Background: an optimization exercise with open tools, aiming at a short achievable clock period and few clock cycles per item. Do not read the settings as production practice.
Function was checked by simulation only, so behaviour that the tests miss may differ from the original.
Power is estimated from default activity; no workload was simulated.

--- design/flow/run.sh ---
#!/bin/bash
# synth_recipe.tcl (not shown) runs the flow's synth.tcl, then flattens the netlist and writes it again
# the make line also repeats each setting of config.mk as NAME=value (left out here)
make -C /OpenROAD-flow-scripts/flow DESIGN_CONFIG=/design/flow/config.mk WORK_HOME=/design/flow/orfs CLKGATE_MAP_FILE= SYNTH_SCRIPT=/design/flow/synth_recipe.tcl finish
--- design/flow/config.mk ---
export PLATFORM = sky130hd
export DESIGN_NAME = lru_key_value_cache_top
export DESIGN_NICKNAME = lru_key_value_cache_top
export VERILOG_FILES = /design/flow/design.v
export SDC_FILE = /design/flow/constraint.sdc
export NUM_CORES = 4
export LEC_CHECK = 0
export ABC_CLOCK_PERIOD_IN_PS = 2000
export CAP_MARGIN = 20
export CORE_MARGIN = 2
export CORE_UTILIZATION = 40
export SETUP_SLACK_MARGIN = 5
export SLEW_MARGIN = 20
--- design/flow/constraint.sdc ---
create_clock -name core_clock -period 8.0 [get_ports {clk}]
set_input_delay 1.6000 -clock core_clock [delete_from_list [all_inputs] [get_ports {clk}]]
set_output_delay 1.6000 -clock core_clock [all_outputs]
set_load 0.01 [all_outputs]
--- design/flow/design.v ---
package lkvc_pkg;
    localparam int ENTRIES_DEF = 16;
    localparam logic [4:0]  CAP_RESET  = 5'd16;
    localparam logic [31:0] MISS_VALUE = 32'hFFFF_FFFF;
    localparam logic REQ_GET = 1'b0;
    localparam logic REQ_PUT = 1'b1;
    localparam int RSPQ_DEPTH = 4;
endpackage
module lkvc_req_reg
(
    input  logic        clk,
    input  logic        rst_n,
    input  logic        load,
    input  logic        req_type,
    input  logic [31:0] key,
    input  logic [31:0] value,
    output logic        a_valid,
    output logic        a_type,
    output logic [31:0] a_key,
    output logic [31:0] a_val
);
    always_ff @(posedge clk or negedge rst_n)
    begin
        if (!rst_n)
        begin
            a_valid <= 1'b0;
        end
        else
        begin
            a_valid <= load;
        end
    end
    always_ff @(posedge clk)
    begin
        a_type <= req_type;
        a_key  <= key;
        a_val  <= value;
    end
endmodule
module lkvc_rsp_reg
(
    input  logic        clk,
    input  logic        rst_n,
    input  logic        push,
    input  logic        in_hit,
    input  logic        in_ev,
    input  logic        in_get,
    input  logic [31:0] in_data,
    input  logic        take,
    output logic        out_valid,
    output logic        hit,
    output logic [31:0] read_value,
    output logic        evicted,
    output logic [31:0] evicted_key
);
    localparam int D  = lkvc_pkg::RSPQ_DEPTH;
    localparam int PW = $clog2(D);
    logic [34:0]   q_mem [D];
    logic [PW-1:0] rp;
    logic [PW-1:0] wp;
    logic [PW:0]   qn;
    logic          load_head;
    logic          from_q;
    logic          q_push;
    logic [34:0]   src;
    assign load_head = !out_valid || take;
    assign from_q    = (qn != '0);
    assign q_push    = push && !(load_head && !from_q);
    assign src       = from_q ? q_mem[rp] : {in_hit, in_ev, in_get, in_data};
    always_ff @(posedge clk)
    begin
        if (push)
        begin
            q_mem[wp] <= {in_hit, in_ev, in_get, in_data};
        end
    end
    always_ff @(posedge clk or negedge rst_n)
    begin
        if (!rst_n)
        begin
            rp        <= '0;
            wp        <= '0;
            qn        <= '0;
            out_valid <= 1'b0;
        end
        else
        begin
            if (q_push)
            begin
                wp <= wp + PW'(1);
            end
            if (load_head && from_q)
            begin
                rp <= rp + PW'(1);
            end
            qn <= qn + (PW+1)'(q_push) - (PW+1)'(load_head && from_q);
            if (load_head)
            begin
                out_valid <= from_q || push;
            end
        end
    end
    always_ff @(posedge clk)
    begin
        if (load_head)
        begin
            hit         <= src[34];
            evicted     <= src[33];
            read_value  <= src[32] ? src[31:0] : 32'd0;
            evicted_key <= src[32] ? 32'd0 : src[31:0];
        end
    end
endmodule
module lkvc_store
(
    input  logic        clk,
    input  logic        rst_n,
    input  logic        cfg_we,
    input  logic [4:0]  cfg_data,
    input  logic        a_valid,
    input  logic        a_type,
    input  logic [31:0] a_key,
    input  logic [31:0] a_val,
    output logic        r_valid,
    output logic        res_hit,
    output logic        res_ev,
    output logic        res_get,
    output logic [31:0] res_data
);
    localparam int N = lkvc_pkg::ENTRIES_DEF;
    logic [31:0]  key_q [N];
    logic [31:0]  val_q [N];
    logic [N-1:0] vld_q;
    logic [N-1:0] lru_q;
    logic [N-1:0] ins_q;
    logic         full_q;
    logic [4:0]   cap_q;
    logic [N-1:0] capoh_q;
    logic [N*N-1:0] rec;      
    logic         c_valid;
    logic         c_put;
    logic         c_get;
    logic [31:0]  c_key;
    logic [31:0]  c_val;
    logic [N-1:0] c_eq;
    logic         c_eqp;
    logic [N-1:0] r_mg;
    logic         r_getmiss;
    logic         r_evict;
    logic [31:0]  r_ek;
    logic [N-1:0] eq_a;
    logic         eqp_a;
    always_comb
    begin
        for (int i = 0; i < N; i++)
        begin
            eq_a[i] = vld_q[i] && (a_key == key_q[i]);
        end
    end
    assign eqp_a = (a_key == c_key);
    always_ff @(posedge clk or negedge rst_n)
    begin
        if (!rst_n)
        begin
            c_valid <= 1'b0;
            c_put   <= 1'b0;
            c_get   <= 1'b0;
            c_eq    <= '0;
            c_eqp   <= 1'b0;
        end
        else
        begin
            c_valid <= a_valid;
            c_put   <= a_valid && (a_type == lkvc_pkg::REQ_PUT);
            c_get   <= a_valid && (a_type == lkvc_pkg::REQ_GET);
            c_eq    <= a_valid ? eq_a : '0;
            c_eqp   <= a_valid && eqp_a;
        end
    end
    always_ff @(posedge clk)
    begin
        c_key <= a_key;
        c_val <= a_val;
    end
    logic [N-1:0] m;
    logic         hit;
    logic         hit_lru;
    logic [N-1:0] free_oh;
    logic [N-1:0] sel;
    logic         insert;
    logic         insert_nf;
    logic         evict;
    logic [N-1:0] ins;
    logic [N-1:0] touched;
    logic         touch_lru;
    logic [N-1:0] l2;
    logic [N-1:0] l2x;
    logic [N-1:0] lru_keep;
    logic         n0;
    logic         n1;
    logic         full_same;
    logic         full_inc;
    logic [31:0]  ek_raw;
    assign m       = (c_eq & ~ins_q) | (ins_q & {N{c_eqp}});
    assign hit     = |m;
    assign hit_lru = |(m & lru_q);
    assign free_oh = vld_q ^ {vld_q[N-2:0], 1'b1};
    assign sel     = full_q ? lru_q : free_oh;
    assign insert    = c_put && !hit;
    assign insert_nf = insert && !full_q;
    assign evict     = insert && full_q;
    assign ins       = {N{insert}} & sel;
    assign touched   = m | ins;
    assign touch_lru = hit_lru || evict;
    assign n0 = !vld_q[0];
    assign n1 = vld_q[0] && !vld_q[1];
    always_comb
    begin
        for (int j = 0; j < N; j++)
        begin
            l2[j] = vld_q[j] && !lru_q[j];
            for (int i = 0; i < N; i++)
            begin
                if (i != j)
                begin
                    l2[j] = l2[j] && (!vld_q[i] || lru_q[i] || rec[i*N+j]);
                end
            end
        end
    end
    assign l2x      = l2 | (lru_q & {N{n1}});
    assign lru_keep = (n0 && c_put) ? free_oh : lru_q;
    assign full_same = |(vld_q & capoh_q);
    assign full_inc  = capoh_q[0] | (|(vld_q[N-2:0] & capoh_q[N-1:1]));
    always_comb
    begin
        ek_raw = '0;
        for (int i = 0; i < N; i++)
        begin
            ek_raw = ek_raw | (key_q[i] & {32{lru_q[i]}});
        end
    end
    always_ff @(posedge clk or negedge rst_n)
    begin
        if (!rst_n)
        begin
            vld_q   <= '0;
            lru_q   <= '0;
            ins_q   <= '0;
            full_q  <= 1'b0;
            cap_q   <= lkvc_pkg::CAP_RESET;
            capoh_q <= N'(1) << (N - 1);
        end
        else
        begin
            if (cfg_we)
            begin
                cap_q <= cfg_data;
            end
            for (int k = 0; k < N; k++)
            begin
                capoh_q[k] <= (cap_q == 5'd0) ? (k == 0) :
                              ((cap_q > 5'(N)) ? (k == N - 1) : (cap_q == 5'(k + 1)));
            end
            if (insert_nf)
            begin
                vld_q <= {vld_q[N-2:0], 1'b1};
            end
            ins_q  <= ins;
            lru_q  <= touch_lru ? l2x : lru_keep;
            full_q <= insert_nf ? full_inc : full_same;
        end
    end
    genvar gi;
    genvar gj;
    generate
        for (gi = 0; gi < N; gi++)
        begin : g_row
            for (gj = 0; gj < N; gj++)
            begin : g_col
                if (gi < gj)
                begin : g_age
                    logic u;
                    always_ff @(posedge clk or negedge rst_n)
                    begin
                        if (!rst_n)
                        begin
                            u <= 1'b0;
                        end
                        else
                        begin
                            u <= touched[gi] | (u & ~touched[gj]);
                        end
                    end
                    assign rec[gi*N+gj] = u;
                    assign rec[gj*N+gi] = ~u;
                end
            end
            assign rec[gi*N+gi] = 1'b0;
        end
    endgenerate
    always_ff @(posedge clk)
    begin
        for (int i = 0; i < N; i++)
        begin
            if (ins[i])
            begin
                key_q[i] <= c_key;
            end
            if ((m[i] && c_put) || ins[i])
            begin
                val_q[i] <= c_val;
            end
        end
    end
    always_ff @(posedge clk or negedge rst_n)
    begin
        if (!rst_n)
        begin
            r_valid <= 1'b0;
        end
        else
        begin
            r_valid <= c_valid;
        end
    end
    always_ff @(posedge clk)
    begin
        res_hit   <= hit;
        res_get   <= c_get;
        r_mg      <= c_get ? m : '0;
        r_getmiss <= c_get && !hit;
        r_evict   <= evict;
        r_ek      <= ek_raw;
    end
    assign res_ev = r_evict;
    always_comb
    begin
        res_data = {32{r_getmiss}} | (r_ek & {32{r_evict}});
        for (int i = 0; i < N; i++)
        begin
            res_data = res_data | (val_q[i] & {32{r_mg[i]}});
        end
    end
endmodule
module lru_key_value_cache_top
#(
    parameter int ENTRIES = lkvc_pkg::ENTRIES_DEF
)
(
    input  logic               clk,
    input  logic               rst_n,
    input  logic               cfg_valid,
    output logic               cfg_ready,
    input  logic [4:0]         cfg_data,
    input  logic               in_valid,
    output logic               in_ready,
    input  logic               req_type,
    input  logic signed [31:0] key,
    input  logic signed [31:0] value,
    output logic               out_valid,
    input  logic               out_ready,
    output logic               hit,
    output logic signed [31:0] read_value,
    output logic               evicted,
    output logic signed [31:0] evicted_key
);
    localparam int MAXOUT = lkvc_pkg::RSPQ_DEPTH + 1;
    localparam int CW     = $clog2(MAXOUT + 1);
    logic          in_xfer;
    logic          out_xfer;
    logic [CW-1:0] outstanding;
    logic [CW-1:0] outstanding_next;
    logic          in_ready_q;
    logic          a_valid;
    logic          a_type;
    logic [31:0]   a_key;
    logic [31:0]   a_val;
    logic          r_valid;
    logic          res_hit;
    logic          res_ev;
    logic          res_get;
    logic [31:0]   res_data;
    logic [31:0]   rv_u;
    logic [31:0]   ek_u;
    assign cfg_ready = 1'b1;
    assign in_ready  = in_ready_q;
    assign in_xfer   = in_valid && in_ready_q;
    assign out_xfer  = out_valid && out_ready;
    assign outstanding_next = outstanding + CW'(in_xfer) - CW'(out_xfer);
    always_ff @(posedge clk or negedge rst_n)
    begin
        if (!rst_n)
        begin
            outstanding <= '0;
            in_ready_q  <= 1'b1;
        end
        else
        begin
            outstanding <= outstanding_next;
            in_ready_q  <= (outstanding_next < CW'(MAXOUT));
        end
    end
    lkvc_req_reg u_req_reg (
        .clk      (clk),
        .rst_n    (rst_n),
        .load     (in_xfer),
        .req_type (req_type),
        .key      (key),
        .value    (value),
        .a_valid  (a_valid),
        .a_type   (a_type),
        .a_key    (a_key),
        .a_val    (a_val)
    );
    lkvc_store u_store (
        .clk      (clk),
        .rst_n    (rst_n),
        .cfg_we   (cfg_valid && cfg_ready),
        .cfg_data (cfg_data),
        .a_valid  (a_valid),
        .a_type   (a_type),
        .a_key    (a_key),
        .a_val    (a_val),
        .r_valid  (r_valid),
        .res_hit  (res_hit),
        .res_ev   (res_ev),
        .res_get  (res_get),
        .res_data (res_data)
    );
    lkvc_rsp_reg u_rsp_reg (
        .clk         (clk),
        .rst_n       (rst_n),
        .push        (r_valid),
        .in_hit      (res_hit),
        .in_ev       (res_ev),
        .in_get      (res_get),
        .in_data     (res_data),
        .take        (out_ready),
        .out_valid   (out_valid),
        .hit         (hit),
        .read_value  (rv_u),
        .evicted     (evicted),
        .evicted_key (ek_u)
    );
    assign read_value  = rv_u;
    assign evicted_key = ek_u;
endmodule
==> results.sh <==
export IMPL_outcome="finished clean"
export IMPL_synthCells=4113
export IMPL_gr_total_overflow=0
export IMPL_slew_viol_final=0
export IMPL_p_leak_nw=26.4
export IMPL_drcViolationCount=0
export IMPL_design_area_sq_um=76700
export IMPL_fp_coreArea_sq_um=160000
export IMPL_vias_per_cell=6.27
export IMPL_die_h_microns=406
export IMPL_dieArea_sq_um=165000
export IMPL_area_growth_syn_to_layout_pct=18.8
export IMPL_antenna_found_initial=18
export IMPL_fin_cells=6715
export IMPL_cts_sinks=1635
export IMPL_critPathKind="flop to flop"
export IMPL_fmax_mhz=317
export IMPL_worstMarginPinSlew_ns=1.24
export IMPL_nets=4483
export IMPL_setup_ws_ns=4.85
export IMPL_ys_seq_elements=1635
export IMPL_skew_ns=0.0762
export IMPL_h_tree_depth=4
export IMPL_grt_first_pass_wirelength_microns=325000
export IMPL_fin_util_pct=47.8
export IMPL_clk_latency_ns=0.86
export IMPL_clock_path_buffers=3
export IMPL_ioPinCount=144
export IMPL_ir_drop_v=0.000231
export IMPL_post_synth_cell_area_avg_sq_um=15.7
export IMPL_critPathMaxFanout=17
export IMPL_maxSlewHeadroom_pct=16.8
export IMPL_grtUsageTotal_pct=28.4
export IMPL_fin_tns_setup_ns=0
export IMPL_cts_buffers=172
export IMPL_fin_crit_ns=3.15
export IMPL_drive_gt1_share_pct=16.7
export IMPL_cp_num_buf_inv=0
export IMPL_critPathRequiredTime_ns=8.65
export IMPL_num_rows=147
export IMPL_wl_per_cell_microns=35.8
export IMPL_synth_edff_count=1230
export IMPL_power_density_nw_per_um2=323
export IMPL_worst_ep_arrival_time_ns=3.80
export IMPL_synthFlopType="edfxtp_1"
export IMPL_hold_violations=0
export IMPL_max_cap_violations=0
export IMPL_async_reset_ff_share_pct=13.7
export IMPL_dp_hpwl_microns=148000
export IMPL_dr_pass1_iters=6
export IMPL_hold_class="flop to flop"
export IMPL_gp_congestion=1.06
export IMPL_vias=42110
export IMPL_port_buffers=142
export IMPL_crit_family="simple AND/OR/NAND/NOR gates"
export IMPL_synth_warnings=6
export IMPL_ys_types=64
export IMPL_cts_tree="built"
export IMPL_cp_slowest_cell="nor4_1"
export IMPL_dpl_worst_slack_ns=3.64
export IMPL_crit_chain="xnor2_1, nand4_1, nor4_1, nand4_1, nor4_1"
export IMPL_setup_violations=0
export IMPL_rsz0062_at_grt="yes"
export IMPL_finalWirelength_microns=240000
export IMPL_grt_max_degree=146
export IMPL_critPathLaunchType="flop"
export IMPL_clk_pin_slew_ns=0.06
export IMPL_mappedNetlistNets=4199
export IMPL_critPathMaxStageDelay_ns=0.81
export IMPL_min_period_over_period_pct=39.4
export IMPL_cts_hold_buffers=0
export IMPL_total_power_mw=24.8
export IMPL_drt_iter0_drc=7483
export IMPL_clockRootBuffer="clkbuf_16"
export IMPL_placed_cells=6266
export IMPL_crit_path_end_kind="flop"
export IMPL_grt_pass1_vias=39656
export IMPL_holdWs_ns=0.325
export IMPL_antenna_left=0
export IMPL_start_util_pct=40.3
export IMPL_die_width_microns=406
export IMPL_syn_cell_area_sq_um=64600
export IMPL_synth_seq_area_share_pct=71.5
export IMPL_dpl_cell_area_sq_um=68900
## cell families (layout without fill, tap and decap cells)
family / after synthesis / in the layout / synth area share, %
adder cells (fa/ha/maj): 11 / 11 / 0.236
multiplexers: 131 / 132 / 2.75
flip-flops: 1635 / 1635 / 71.5
other: 1 / 10 / 0.00581
AO/OA/AOI/OAI: 885 / 885 / 11.1
buffers and inverters: 315 / 736 / 1.89
XOR/XNOR: 550 / 550 / 7.46
AND/OR/NAND/NOR: 585 / 596 / 5.03
## layout make-up
class / count / area, sq um
clock inverter: 72 / 1010
fill: 13732 / 83700
multi-input combinational: 2175 / 17900
sequential: 1635 / 46200
antenna: 9 / 22.5
inverter: 45 / 169
tap: 2160 / 2700
clock buffer: 251 / 4900
timing repair buffer: 368 / 3840
## final timing paths
kind                                          from                                 to  slack [ns]  cells after the start
worst max-delay path             u_store.c_key[16]                      u_store.c_eqp        4.85                      5
worst min-delay path            u_req_reg.a_val[1]                   u_store.c_val[1]        0.32                      0
worst max register to register   u_store.c_key[16]                      u_store.c_eqp        4.85                      5
worst min register to register  u_req_reg.a_val[1]                   u_store.c_val[1]        0.32                      0
max in group asynchronous                    rst_n                    u_rsp_reg.rp[0]        5.86                      2
min in group asynchronous                    rst_n  u_store.g_row[0].g_col[5].g_age.u        0.75                      1
## layer usage
| metal | up-vias | wire length [microns] | global-route usage, % |
|---|---|---|---|
| li1 | 16791 | - | - |
| met1 | 21537 | 90700 | 37.7 |
| met2 | 3104 | 108000 | 43.1 |
| met3 | 672 | 25700 | 6.22 |
| met4 | 6 | 16500 | 16.4 |
| met5 | - | 45 | 0 |
## state kept, by name, summed over array words and instances, names as in the netlist, 2 cells and up
register	flops
u_store.key_q	512
u_store.val_q	512
u_rsp_reg.q_mem	140
u_store.g_row.g_col.g_age.u	120
u_req_reg.a_key	32
u_req_reg.a_val	32
u_rsp_reg.evicted_key	32
u_rsp_reg.read_value	32
u_store.c_key	32
u_store.c_val	32
u_store.r_ek	32
u_store.c_eq	16
u_store.capoh_q	16
u_store.ins_q	16
u_store.lru_q	16
u_store.r_mg	16
u_store.vld_q	16
u_store.cap_q	5
outstanding	3
u_rsp_reg.qn	3
u_rsp_reg.rp	2
u_rsp_reg.wp	2
## cell usage after synthesis (3+ instances only)
| cell | instances | share of area, % |
|---|---|---|
| o211ai_1 | 3 | 0.035 |
| o31ai_2 | 4 | 0.077 |
| buf_4 | 3 | 0.035 |
| mux4_2 | 35 | 1.2 |
| and3_1 | 32 | 0.31 |
| o2111ai_1 | 7 | 0.095 |
| nand2_1 | 33 | 0.19 |
| o31ai_4 | 4 | 0.13 |
| a211oi_1 | 8 | 0.093 |
| a32oi_1 | 14 | 0.19 |
| a21o_1 | 104 | 1.2 |
| nand3_1 | 7 | 0.054 |
| nand2b_1 | 29 | 0.28 |
| xor2_1 | 324 | 4.4 |
| dfrtp_1 | 221 | 8.6 |
| or4_1 | 13 | 0.15 |
| nand4_1 | 146 | 1.4 |
| nor4_1 | 98 | 0.95 |
| a21bo_2 | 10 | 0.15 |
| inv_1 | 44 | 0.26 |
| edfxtp_1 | 1230 | 57 |
| nor3_1 | 23 | 0.18 |
| a221o_1 | 7 | 0.11 |
| nor2b_1 | 43 | 0.42 |
| buf_2 | 15 | 0.12 |
| a21oi_1 | 45 | 0.35 |
| o31a_1 | 13 | 0.18 |
| o21bai_1 | 6 | 0.070 |
| clkbuf_1 | 221 | 1.3 |
| o21ai_0 | 28 | 0.22 |
| xnor2_1 | 226 | 3.1 |
| a2111oi_0 | 8 | 0.11 |
| dfstp_2 | 3 | 0.12 |
| a22o_1 | 228 | 3.1 |
| mux2i_1 | 72 | 1.1 |
| a22oi_1 | 95 | 1.1 |
| nor2_1 | 133 | 0.77 |
| dfxtp_1 | 181 | 5.6 |
| ha_1 | 9 | 0.17 |
| buf_1 | 30 | 0.17 |
| o22ai_1 | 48 | 0.46 |
| mux2_2 | 24 | 0.42 |
| and2_1 | 18 | 0.17 |
| a221oi_1 | 242 | 3.3 |
## timing repair
action | 4_1_cts | 5_1_grt
pin swaps | 19 | 12
endpoints found under the setup margin | 1164 | 875
cloned | 15 | 15
hold endpoints to repair | 0 | 0
setup buffers | 47 | 40
resized for setup | 353 | 75
## placed cells by master (no fill, tap or decap), drive strengths merged, types with 12 or more instances in the layout
master            n
and2             27
nand2b           31
o21ai            30
nand4           146
a21oi            45
clkinv           55
bufinv           12
nand2            33
edfxtp         1230
xor2            324
o22ai            48
mux2i            73
and3             32
o31a             13
a22o            228
a221oi          242
dfxtp           181
clkdlybuf4s50    72
xnor2           226
inv              47
or4              14
nor2            134
dfrtp           221
a32oi            14
a21o            104
mux4             35
nor4             98
a22oi            95
clkbuf          264
nor3             23
buf             281
nor2b            43
mux2             24
## power by group
part / internal (mW) / switching [mW] / total [mW]
sequential: 10.4 / 0.971 / 11.4
clock: 4.71 / 3.53 / 8.24
combinational: 1.75 / 3.42 / 5.18
total: 16.9 / 7.92 / 24.8
Testbench counts, summed over its fixed seeds: cycles 12,032, items 12,000.

==> separate check: timing with driven ports <==
In the flow no input, the clock included, has a driving cell. The finished layout below was timed again as built, in two steps. Step 1: set_driving_cell puts a clkbuf_16 on clk and a buf_2 on each other input, an assumption about the parent block. Step 2, shift: input delay + t, output delay - t, t = (earliest + latest rising clock arrival at the registers) / 2. This alone moves slack from input paths to output paths. Slacks: ideal ports / drivers / drivers and shift; pairs: ideal ports / drivers.
t, ns: 0.894
slack for setup (ns): 4.848 / 4.830 / 4.457
pins driven straight from the clock port: 1
After both steps setup and hold are still met in this run. The setup slack of this run moves by -0.018 ns with the drivers and by -0.391 ns with both steps.
